This is an optimization exercise on Yosys and OpenROAD, whose aim is small area, a short achievable clock period and few clock cycles per item, not a production implementation.
In this exercise RTL edits were held to simulation tests only and were not proved equivalent to the original.
No activity file was given, so power comes from the tool's default toggle rates.

### flow/run.sh
#!/bin/bash
# synth_recipe.tcl (not shown) runs the flow's synth.tcl, then flattens the netlist and writes it again
# the make line also repeats each setting of config.mk as NAME=value (left out here)
make -C /OpenROAD-flow-scripts/flow DESIGN_CONFIG=/design/flow/config.mk WORK_HOME=/design/flow/orfs CLKGATE_MAP_FILE= SYNTH_SCRIPT=/design/flow/synth_recipe.tcl finish
### flow/constraint.sdc
create_clock -name core_clock -period 8.0 [get_ports {clock}]
set_input_delay 1.6000 -clock core_clock [delete_from_list [all_inputs] [get_ports {clock}]]
set_output_delay 1.6000 -clock core_clock [all_outputs]
set_load 0.01 [all_outputs]
### flow/config.mk
export PLATFORM = sky130hd
export DESIGN_NAME = sliding_minute_rate_counter
export DESIGN_NICKNAME = sliding_minute_rate_counter
export VERILOG_FILES = /design/flow/design.v
export SDC_FILE = /design/flow/constraint.sdc
export NUM_CORES = 4
export LEC_CHECK = 0
export CAP_MARGIN = 20
export CORE_MARGIN = 2
export CORE_UTILIZATION = 40
export SLEW_MARGIN = 20
### flow/design.v
package smrc_pkg;
   localparam int BUCKETS_DEF = 60;
   localparam logic [6:0] MINUTE_AT_RESET = 7'd61;
   localparam logic [30:0] RATE_MAX = {31{1'b1}};
   localparam int CW = 37;
endpackage
import smrc_pkg::*;
module smrc_window #(
   parameter int BUCKETS = smrc_pkg::BUCKETS_DEF,
   parameter int SEC_W   = $clog2(BUCKETS)
) (
   input  logic             clock,
   input  logic             reset,
   input  logic             en,         
   input  logic             changed,    
   input  logic             clear_all,  
   input  logic [SEC_W-1:0] from,       
   input  logic [SEC_W-1:0] sec,        
   input  logic [SEC_W-1:0] next_sec,   
   input  logic [CW-1:0]    cum,        
   output logic [CW-1:0]    mark        
);
   logic [CW-1:0]      mem   [BUCKETS];
   logic [BUCKETS-1:0] live;
   logic [BUCKETS-1:0] sweep;
   logic [BUCKETS-1:0] rd_sel;
   logic [CW-1:0]      rd_val;
   logic               rd_hit;
   always_comb begin
      for (int i = 0; i < BUCKETS; i++) begin
         if (sec >= from)
            sweep[i] = (i > from) && (i <= sec);
         else
            sweep[i] = (i > from) || (i <= sec);
         sweep[i] = sweep[i] && changed;
      end
   end
   always_comb begin
      rd_val = '0;
      rd_hit = 1'b0;
      for (int i = 0; i < BUCKETS; i++) begin
         rd_sel[i] = (next_sec == SEC_W'(i)) && live[i];
         rd_val = rd_val | (mem[i] & {CW{rd_sel[i]}});
         rd_hit = rd_hit | rd_sel[i];
      end
   end
   always_ff @(posedge clock) begin
      if (reset) begin
         live <= '0;
         mark <= '0;
      end else if (en) begin
         if (clear_all) begin
            live <= sweep;
            mark <= cum;
         end else begin
            live <= live | sweep;
            if (changed && rd_hit)
               mark <= rd_val;
         end
      end
   end
   always_ff @(posedge clock) begin
      for (int i = 0; i < BUCKETS; i++)
         if (en && sweep[i])
            mem[i] <= cum;
   end
endmodule
import smrc_pkg::*;
module sliding_minute_rate_counter #(
   parameter int BUCKETS = smrc_pkg::BUCKETS_DEF
) (
   input  logic    clock,
   input  logic    reset,
   input  logic    req_valid,
   output logic    req_stall,
   input  logic [75:0] req_data,
   output logic    rsp_valid,
   input  logic    rsp_stall,
   output logic [93:0] rsp_data
);
   localparam int SEC_W = $clog2(BUCKETS);
   logic            adv;
   logic            skid_vld, out_vld;
   logic [93:0]     skid_q, out_q, res;
   assign adv = !skid_vld;
   logic            in_vld;
   logic [75:0]     in_q;
   always_ff @(posedge clock) begin
      if (reset)
         in_vld <= 1'b0;
      else if (adv)
         in_vld <= req_valid;
   end
   always_ff @(posedge clock) begin
      if (adv)
         in_q <= req_data;
   end
   logic [63:0]      inc;
   logic [5:0]       sec_code, minute;
   logic [SEC_W-1:0] sec_now;
   logic             inc_pos, inc_big;
   logic [31:0]      pend_sum;
   logic [30:0]      pend_new;
   logic [7:0]       min_diff;
   logic             changed, clear_all;
   logic [30:0]      pend_q;
   logic [SEC_W-1:0] last_sec_q;
   logic [6:0]       last_min_q;
   logic             a_vld, a_chg, a_clr;
   logic [30:0]      a_wr;
   logic [SEC_W-1:0] a_sec, a_from, a_next;
   logic [62:0]      a_inc;
   assign inc      = in_q[75:12];
   assign sec_code = in_q[11:6];
   assign minute   = in_q[5:0];
   assign sec_now  = (sec_code >= 6'(BUCKETS)) ? SEC_W'(sec_code - 6'(BUCKETS)) : SEC_W'(sec_code);
   assign inc_pos  = !inc[63] && (inc != '0);
   assign inc_big  = |inc[62:31];
   assign pend_sum = {1'b0, pend_q} + {1'b0, inc[30:0]};
   assign pend_new = !inc_pos ? pend_q
                   : ((inc_big || pend_sum[31]) ? RATE_MAX : pend_sum[30:0]);
   assign min_diff  = {2'b00, minute} - {1'b0, last_min_q};
   assign clear_all = $signed(min_diff) > 8'sd1;
   assign changed   = (sec_now != last_sec_q);
   always_ff @(posedge clock) begin
      if (reset) begin
         pend_q     <= '0;
         last_sec_q <= '0;
         last_min_q <= MINUTE_AT_RESET;
      end else if (adv && in_vld) begin
         last_sec_q <= sec_now;
         if (changed) begin
            pend_q     <= '0;
            last_min_q <= {1'b0, minute};
         end else begin
            pend_q <= pend_new;
         end
      end
   end
   always_ff @(posedge clock) begin
      if (reset)
         a_vld <= 1'b0;
      else if (adv)
         a_vld <= in_vld;
   end
   always_ff @(posedge clock) begin
      if (adv) begin
         a_chg  <= changed;
         a_clr  <= clear_all;
         a_wr   <= pend_new;
         a_sec  <= sec_now;
         a_from <= last_sec_q;
         a_next <= (sec_now == SEC_W'(BUCKETS - 1)) ? '0 : sec_now + 1'b1;
         a_inc  <= inc_pos ? inc[62:0] : '0;
      end
   end
   logic [CW-1:0]    cum_q;
   logic [CW-1:0]    mark;
   logic [31:0]      tot_lo_q;
   logic [32:0]      lo_sum;
   logic             b_vld, b_cy;
   logic [30:0]      b_inc_hi;
   smrc_window #(
      .BUCKETS (BUCKETS)
   ) u_window (
      .clock     (clock),
      .reset     (reset),
      .en        (adv && a_vld),
      .changed   (a_chg),
      .clear_all (a_clr),
      .from      (a_from),
      .sec       (a_sec),
      .next_sec  (a_next),
      .cum       (cum_q),
      .mark      (mark)
   );
   assign lo_sum = {1'b0, tot_lo_q} + {1'b0, a_inc[31:0]};
   always_ff @(posedge clock) begin
      if (reset) begin
         cum_q    <= '0;
         tot_lo_q <= '0;
      end else if (adv && a_vld) begin
         if (a_chg)
            cum_q <= cum_q + CW'(a_wr);
         tot_lo_q <= lo_sum[31:0];
      end
   end
   always_ff @(posedge clock) begin
      if (reset)
         b_vld <= 1'b0;
      else if (adv)
         b_vld <= a_vld;
   end
   always_ff @(posedge clock) begin
      if (adv) begin
         b_cy     <= lo_sum[32];
         b_inc_hi <= a_inc[62:32];
      end
   end
   logic [CW-1:0]    win_full;
   logic [30:0]      c_win;
   logic [30:0]      tot_hi_q;
   logic [31:0]      c_tot_lo;
   logic             tot_sat_q;
   logic [31:0]      hi_sum;
   logic             c_vld;
   assign win_full = cum_q - mark;
   assign hi_sum   = {1'b0, tot_hi_q} + {1'b0, b_inc_hi} + 32'(b_cy);
   always_ff @(posedge clock) begin
      if (reset) begin
         tot_hi_q  <= '0;
         tot_sat_q <= 1'b0;
      end else if (adv && b_vld) begin
         tot_hi_q <= hi_sum[30:0];
         if (hi_sum[31])
            tot_sat_q <= 1'b1;
      end
   end
   always_ff @(posedge clock) begin
      if (reset)
         c_vld <= 1'b0;
      else if (adv)
         c_vld <= b_vld;
   end
   always_ff @(posedge clock) begin
      if (adv) begin
         c_win    <= (|win_full[CW-1:31]) ? RATE_MAX : win_full[30:0];
         c_tot_lo <= tot_lo_q;
      end
   end
   assign res = {{tot_hi_q, c_tot_lo} | {63{tot_sat_q}}, c_win};
   logic out_en, push;
   assign push   = adv && c_vld;
   assign out_en = !(out_vld && rsp_stall);
   always_ff @(posedge clock) begin
      if (reset) begin
         out_vld  <= 1'b0;
         skid_vld <= 1'b0;
      end else begin
         if (out_en)
            out_vld <= skid_vld || push;
         skid_vld <= out_vld && rsp_stall && (skid_vld || push);
      end
   end
   always_ff @(posedge clock) begin
      if (out_en)
         out_q <= skid_vld ? skid_q : res;
      if (!skid_vld)
         skid_q <= res;
   end
   assign req_stall = skid_vld;
   assign rsp_valid = out_vld;
   assign rsp_data  = out_q;
endmodule
==> run notes <==
## worst max-delay path by stage
| stage | startpoint | endpoint | slack (ns) | cells past startpoint |
|---|---|---|---|---|
| after global placement | a_from[1] | u_window.mem[17][27] | 3.05 | 12 |
| after floorplan | skid_vld | pend_q[10] | 2.07 | 6 |
| after detailed placement | cum_q[1] | cum_q[36] | 3.15 | 12 |
| final | a_next[4] | u_window.mark[29] | 2.92 | 12 |
| after CTS | cum_q[1] | cum_q[36] | 3.07 | 12 |
| after global routing | a_next[4] | u_window.mark[35] | 2.95 | 12 |
## power breakdown
group          internal (µW)  switching (µW)
combinational            609            1610
clock                   8000            6000
sequential             17300             233
## Yosys cell counts, types with 107 or more instances
master,n
a21oi_1,401
edfxtp_1,2599
dfxtp_1,341
a221oi_1,315
clkbuf_1,256
o21ai_0,189
nand4_1,187
nand2_1,393
a22o_1,300
ha_1,175
and2_1,134
inv_1,117
a22oi_1,420
nand3_1,107
nor2_1,388
## area by class of cell
| cell class | count | area [µm²] |
|---|---|---|
| fill | 24300 | 153000 |
| sequential | 2940 | 84900 |
| multi-input combinational | 4037 | 27800 |
| clock buffer | 407 | 8480 |
| tap | 3762 | 4710 |
| timing repair buffer | 465 | 4260 |
| clock inverter | 142 | 1170 |
| inverter | 119 | 450 |
| antenna | 8 | 20.0 |
## layer usage
layer | part of all wire (%) | wire (µm) | vias to the layer above | global-route usage [%]
met5 | 0.068 | 308 | - | 0.542
met4 | 6.5 | 29500 | 20 | 16.3
met3 | 15 | 69500 | 1415 | 9.83
met2 | 43 | 193000 | 7118 | 44.2
met1 | 36 | 162000 | 39200 | 39.9
li1 | - | - | 30700 | -
## logic make-up (layout without fill, tap and decap cells)
group | after synthesis | after routing | synth area share, %
other cells | 0 | 8 | 0
compound gates | 2034 | 2034 | 12.9
buf+inv | 553 | 1133 | 1.95
xor+xnor | 158 | 158 | 1.21
mux | 36 | 36 | 0.349
flops | 2940 | 2940 | 74.2
simple gates | 1580 | 1580 | 6.88
fa+ha+maj | 229 | 229 | 2.45
## state kept, by name, summed over array words and instances (netlist names), 31 cells and up
name,cells
in_q,76
tot_hi_q,31
u_window.mark,37
tot_lo_q,32
out_q,94
a_wr,31
u_window.live,60
skid_q,94
b_inc_hi,31
c_win,31
u_window.mem,2220
pend_q,31
cum_q,37
c_tot_lo,32
a_inc,63
## through the flow
step	area [µm²]	power, µW	hold WS [ns]	cells
after global placement	122000	19900	0.403	11300
final	132000	33700	0.417	11900
after global routing	132000	34400	0.427	11900
after detailed placement	122000	19900	0.405	11300
after CTS	132000	33600	0.417	11900
after floorplan	114000	18800	0.400	7530
## critical path, stage by stage, from the launching register on
cell      delay, ns
edfxtp_1       0.32
buf_4          0.37
nor2b_2        0.78
and3_2         0.94
buf_12         0.34
nor4_1         0.10
nand4_1        0.15
nor4_2         0.08
o21ai_4        0.88
buf_4          0.55
nor2_1         0.08
a21oi_1        0.16
nor2_1         0.06
==> results.yml <==
cts:
  hold_buffers: 0
  clk_pin_slew_ns: 0.06
  cts_tree: "built"
  clock_latency_ns: 0.92
  postCtsSetupBuffers: 0
  cts-root-buf: "clkbuf_16"
  clock_path_buffers: 4
  clock_sinks: 2940
  cts_max_level: 5
  cts_buffers: 308
  ctsResizeCount: 0
grt:
  grt_pass1_vias: 72700
  antenna_found_initial: 21
  grt_pass1_wl_mm: 609
  grt_max_degree: 193
  track_usage_pct: 30.3
  grt_overflow: 0
synthesis:
  synth_area_leaders: "edfxtp_1, dfxtp_1, a22oi_1"
  synthCells: 7530
  async_reset_ff_share_pct: 0
  ys_warn_count: 3
  syn_area_um2: 114000
  yosysTopAreaCellShare_pct: 68.3
  syn_area_per_cell_um2: 15.2
  ys_seq_area_share_pct: 74.2
  ys.flop_type: "edfxtp_1"
  yosysTopAreaCell: "edfxtp_1"
  syn_nets: 7792
  synth_cell_types: 92
  synth-edff-count: 2599
  synth-seq-cells: 2940
route:
  viasPerCell: 6.60
  drtPass1Iterations: 13
  ant_nets: 0
  drt_iter0_markers: 15600
  drc_errors: 0
  via_count: 78400
  drt-wirelength-per-cell_um: 38.2
  routed_wl_mm: 454
timing:
  layout_setup_ws_ns: 2.92
  finalHoldViolCount: 0
  post-route-period-util_pct: 63.5
  skew_ns: 0.117
  setup_tns_ns: 0
  period_needed_ns: 5.08
  rsz0062_at_grt: "no"
  worst_slew_pin_slew_ns: 1.33
  drv_slew: 0
  setup_violations: 0
  timing.fmax_mhz: 197
  max_slew_margin_pct: 11.1
flow_run:
  drv_cap: 0
finish:
  syn2layout_area_growth_pct: 15.3
  layout-drive-gt1-share_pct: 11.9
  final_cell_mix: "edfxtp_1, a22oi_1, a21oi_1"
  nets: 8133
  fin_util_pct: 46.3
  final_common_cell: "edfxtp_1"
critical_path:
  r2r-end: "u_window.mark[29]"
  crit_required_ns: 8.67
  cp-end-kind: "flop"
  worstReg2RegStart: "a_next[4]"
  start_kind: "flop"
  critPathKind: "reg2reg"
  arrival_ns: 5.75
  crit_fanout: 43
  rrSetupSlack_ns: 2.92
  ff2ff_path_depth: 12
pwr:
  leakage_uw: 0.0451
  power_density_nw_per_um2: 256
  peakVddDrop_mv: 0.225
place:
  place_congestion: 0.928
  dp_slack_ns: 3.15
  io_buffers: 175
  dp_hpwl_mm: 264
die:
  ioPinCount: 176
  die_h_um: 539
  die_x_um: 539
  fp.coreArea_um2: 285000
  num_rows: 196
  die_area_um2: 290000
  start_util_pct: 40.2
min_path:
  min_delay_path_depth: 0
  whs_endpoint: "b_inc_hi[18]"
  min_from: "a_inc[50]"
  hold_path.class: "reg2reg"
outcome:
  status: "complete, no violations"
Testbench counts, summed over its fixed seeds: cycles 2,440, items 2,400.

## re-timing with driven ports
How much do the figures lean on ideal ports? The routed layout below was timed once more, with nothing changed but the port constraints.
Step 1 sets driving cells, clkbuf_16 on the clock port and buf_2 on the other inputs (assumed; they add their load-dependent delay and slew).
Step 2 adds t to the input delays and takes it off the output delays; t is the mean of the earliest and latest rising clock arrival at the registers after step 1. Input paths then give back, and output paths get back, about the clock's delay inside the block.
Three values: no drivers, after step 1, after step 2; two values: the first two.
shift t [ns]: 0.956
setup slack, ns: 2.918 / 2.918 / 2.918
worst register clock-pin slew, ns: 0.07 / 0.07
After both steps this run still meets setup and hold. The setup slack of this run moves by 0.000 ns with the drivers and by 0.000 ns with both steps.
